Context: an optimization exercise on an open-source flow, tuned for a short achievable clock period and few clock cycles. The choices shown serve that exercise and are no tape-out recipe.
In this exercise RTL edits were held to simulation tests only and were not proved equivalent to the original.
The flow treats the clock pin as an ideal source, which a real chip does not have.
No activity file was given, so power comes from the tool's default toggle rates.

Design core_top, start of the top module:
module core_top #(
  parameter int IMEM_DEPTH = 64,
  parameter int DMEM_DEPTH = 64
) (
  input  logic                            clk_i,
  input  logic                            reset_i,
  input  logic                            start_i,
  input  logic                            imem_we_i,
  input  logic [$clog2(IMEM_DEPTH)-1:0]   imem_addr_i,
  input  logic [isa_pkg::XLEN-1:0]        imem_data_i,
  output logic                            retire_valid_o,
  output logic [4:0]                      retire_rd_o,
  output logic [isa_pkg::XLEN-1:0]        retire_data_o
);
  logic        wq_we;
  logic [5:0]  wq_addr;
  logic [63:0] wq_oh;     
  logic [31:0] wq_data;
  always_ff @(posedge clk_i) begin
    wq_we   <= imem_we_i;
    wq_addr <= imem_addr_i;
    wq_oh   <= 64'd1 << imem_addr_i;
    wq_data <= imem_data_i;
  end
  logic [31:0] imem  [IMEM_DEPTH];
  logic        pb  [IMEM_DEPTH], pp  [IMEM_DEPTH], pl [IMEM_DEPTH], pi1 [IMEM_DEPTH];
  ...
Size in the first run: about 28000 cells after synthesis, about 80 I/O pins, ~460000 um2 of cells after synthesis.
export LEC_CHECK = 0
export CAP_MARGIN = 20
export CORE_MARGIN = 2
export CORE_UTILIZATION = 35
export PLACE_DENSITY = 0.45
export SETUP_SLACK_MARGIN = 5
export SLEW_MARGIN = 20
export SYNTH_HIERARCHICAL = 1
create_clock -name core_clock -period 10.0 [get_ports {clk_i}]
standard.sh (not shown) runs the stock make flow with config.mk's settings and CLKGATE_MAP_FILE= SYNTH_SCRIPT=/design/flow/synth_recipe.tcl, a recipe that flattens the netlist after the stock synthesis.
==> flow/flow/run.sh <==
#!/bin/bash
set -euo pipefail
bash standard.sh SETUP_SLACK_MARGIN=6.5 POST_CTS_TCL="$PWD/flow/post_cts.tcl" finish > standard_flow.log 2>&1
==> flow/flow/post_cts.tcl <==
# One more setup repair pass after CTS, with fresh placement parasitics: the
# pass inside cts.tcl leaves paths that a second look can still improve.
estimate_parasitics -placement
repair_timing_helper
set result [catch { detailed_placement } msg]
if { $result != 0 } {
  error "Detailed placement failed after the extra repair pass: $msg"
}
check_placement -verbose
estimate_parasitics -placement
report_worst_slack -max
Testbench counts at the start, summed over its fixed seeds: cycles 17,497.
Then changed:
--- a/flow/design.v
+++ b/flow/design.v
@@ -279,22 +279,14 @@
 endmodule
 module lt_s32 (
   input  logic [31:0] a_i, b_i,
   output logic        lt_o
 );
   assign lt_o = $signed(a_i) < $signed(b_i);
 endmodule
-module pc_sums (
-  input  logic [31:0] pc_i, len_i, off_i,
-  output logic [31:0] pc4_o, seq_o, tgt_o
-);
-  assign pc4_o = pc_i + 32'd4;
-  assign seq_o = pc_i + len_i;
-  assign tgt_o = pc_i + off_i;
-endmodule
 module core_top #(
   parameter int IMEM_DEPTH = 64,
   parameter int DMEM_DEPTH = 64
 ) (
   input  logic                            clk_i,
   input  logic                            reset_i,
   input  logic                            start_i,
@@ -364,15 +356,15 @@
   logic        misp_m;      
   logic        m_live;      
   logic [31:0] m_alt;       
   logic [31:0] m_alt_q;
   logic [63:0] wr;          
   logic [63:0] cons;        
   logic        spec_bad, bad_now, restart, f_ok;
-  logic [6:0]  q_cnt;       
+  logic [5:0]  q_cnt;       
   always_comb begin
     bad_now = spec_bad || (wq_we && |(wq_oh & cons)) || (w2_we && |(w2_oh & cons));
     restart = reset_i || (start_i && !running && bad_now);
   end
   always_ff @(posedge clk_i) begin
     if (reset_i)
       running <= 1'b0;
@@ -416,15 +408,15 @@
   logic        f_tk, f_b0;
   logic [63:0] fidx_n;
   logic        fpc1_n;
   logic [3:0]  f_fl;        
   always_comb fidx1 = {fidx[62:0], fidx[63]};
   fetch_next u_fnext (
     .sk_i (sk_v), .stw_i (stw_v), .sfl_i (sfl_v), .sta_i (sta_v),
-    .fidx_i (fidx), .fpc1_i (fpc1), .run_i (running), .hold_i (w2_we), .wr_i (wr), .room_i (q_cnt < 7'd60 && !spec_bad),
+    .fidx_i (fidx), .fpc1_i (fpc1), .run_i (running), .hold_i (w2_we), .wr_i (wr), .room_i (q_cnt < 6'd28 && !spec_bad),
     .tk_o (f_tk), .fidx_o (fidx_n), .fpc1_o (fpc1_n), .ok_o (f_ok)
   );
   logic [31:0] f_w0, f_w1;
   rd_oh #(.W(32)) u_rdi0 (.sel_i (fidx),  .m_i (imem_v), .q_o (f_w0));
   rd_oh #(.W(32)) u_rdi1 (.sel_i (fidx1), .m_i (imem_v), .q_o (f_w1));
   rd_oh #(.W(4))  u_rdf  (.sel_i (fidx),  .m_i (sfl4_v), .q_o (f_fl));
   always_comb f_b0 = f_fl[0] || !f_fl[3];    
@@ -618,18 +610,19 @@
     .linkv_i (epc_4), .eldv_i (x_eld),
     .xa_o (x_a), .xb_o (x_b), .res_o (x_res), .word_o (x_word)
   );
   always_comb begin
     x_ba = e_b1_m ? m_result : e_b1_w ? w_data : e_ba;
     x_bb = e_b2_m ? m_result : e_b2_w ? w_data : e_bb;
   end
-  pc_sums u_pcs (.pc_i (epc), .len_i (e_len), .off_i (e_immt),
-                 .pc4_o (epc_4), .seq_o (epc_seq), .tgt_o (epc_tgt));
   always_comb begin
     x_sd = e_fs_m ? m_result : e_fs_w ? w_data : e_sd;
+    epc_4   = epc + 32'd4;
+    epc_seq = epc + e_len;
+    epc_tgt = epc + e_immt;
     x_eld = (mw_en && mw_addr == e_daddr) ? mw_data : e_ldata;
   end
   always_comb begin
   end
   always_ff @(posedge clk_i) begin
     if (restart)
       epc <= '0;
@@ -693,47 +686,47 @@
   end
   logic        m_ret;
   logic [31:0] m_data;
   always_comb begin
     m_ret  = m_live && m_wr;
     m_data = m_ld ? m_load : m_result;
   end
-  logic [36:0] q_mem [64];
-  logic [5:0]  q_wp, q_rp;
+  logic [36:0] q_mem [32];
+  logic [4:0]  q_wp, q_rp;
   logic        q_push, q_pop;
   logic port_on;
-  logic [6:0] q_cnt_on, q_cnt_off;
+  logic [5:0] q_cnt_on, q_cnt_off;
   always_comb begin
     port_on = running || start_i;
-    q_pop   = port_on && q_cnt != 7'd0;
-    q_push  = m_ret && !(port_on && q_cnt == 7'd0);
-    q_cnt_on  = q_cnt - {6'd0, q_cnt != 7'd0} + {6'd0, m_ret && q_cnt != 7'd0};
-    q_cnt_off = q_cnt + {6'd0, m_ret};
+    q_pop   = port_on && q_cnt != 6'd0;
+    q_push  = m_ret && !(port_on && q_cnt == 6'd0);
+    q_cnt_on  = q_cnt - {5'd0, q_cnt != 6'd0} + {5'd0, m_ret && q_cnt != 6'd0};
+    q_cnt_off = q_cnt + {5'd0, m_ret};
   end
   always_ff @(posedge clk_i) begin
     if (restart) begin
       q_wp  <= '0;
       q_rp  <= '0;
       q_cnt <= '0;
     end else begin
       if (q_push)
-        q_wp <= q_wp + 6'd1;
+        q_wp <= q_wp + 5'd1;
       if (q_pop)
-        q_rp <= q_rp + 6'd1;
+        q_rp <= q_rp + 5'd1;
       q_cnt <= port_on ? q_cnt_on : q_cnt_off;
     end
     if (m_ret)
       q_mem[q_wp] <= {m_rd, m_data};
   end
   always_ff @(posedge clk_i) begin
     if (restart || !port_on)
       ret_valid <= 1'b0;
     else
-      ret_valid <= q_cnt != 7'd0 || m_ret;
-    if (q_cnt != 7'd0)
+      ret_valid <= q_cnt != 6'd0 || m_ret;
+    if (q_cnt != 6'd0)
       {ret_rd, ret_data} <= q_mem[q_rp];
     else
       {ret_rd, ret_data} <= {m_rd, m_data};
   end
   always_ff @(posedge clk_i) begin
     for (int i = 1; i < 32; i++)
       w_we[i] <= !restart && m_ret && m_rd == 5'(i);
Result: Non-clock buffer count went up by 66. Worst hold slack degrades by 0.014 ns. Synthesized cell count went down by 6.5%. Clock power went down by about 10%. Setup slack improves by 0.12 ns. Utilization went up by 0.28 points. Global-route usage went up by 0.59 points. Design area went down by 9.5%. Sequential cell count went down by 1188. Routed wire length went down by about 8%. Register-to-register slack improves by 0.12 ns. Clock-buffer cell count went down by 193. Area after synthesis went down by about 10%.
Testbench counts after the change, summed over its fixed seeds: cycles 17,741.

-- static timing again, ports no longer ideal --
In the flow no input, the clock included, has a driving cell. The finished layouts below were timed again as built, in two steps.
Step 1 assumes that a clkbuf_16 drives the clock port and a buf_2 every other input.
Step 2 times the ports against the registers' clock, not the clock port: input delays grow and output delays shrink by t, the midpoint of the rising clock arrivals with the driver on.
a / b / c = ideal / step 1 / step 2; a / b = the first two.
run	t (ns)	slack for setup (ns)	pins driven straight from the clock port
the first run	1.482	6.024 / 5.876 / 5.318	1
the second run	1.438	6.148 / 6.039 / 5.565	1
After both steps every run listed still meets setup and hold. For the first run, which loses most, drivers alone change the setup slack by -0.148 ns; drivers and shift together by -0.706 ns.
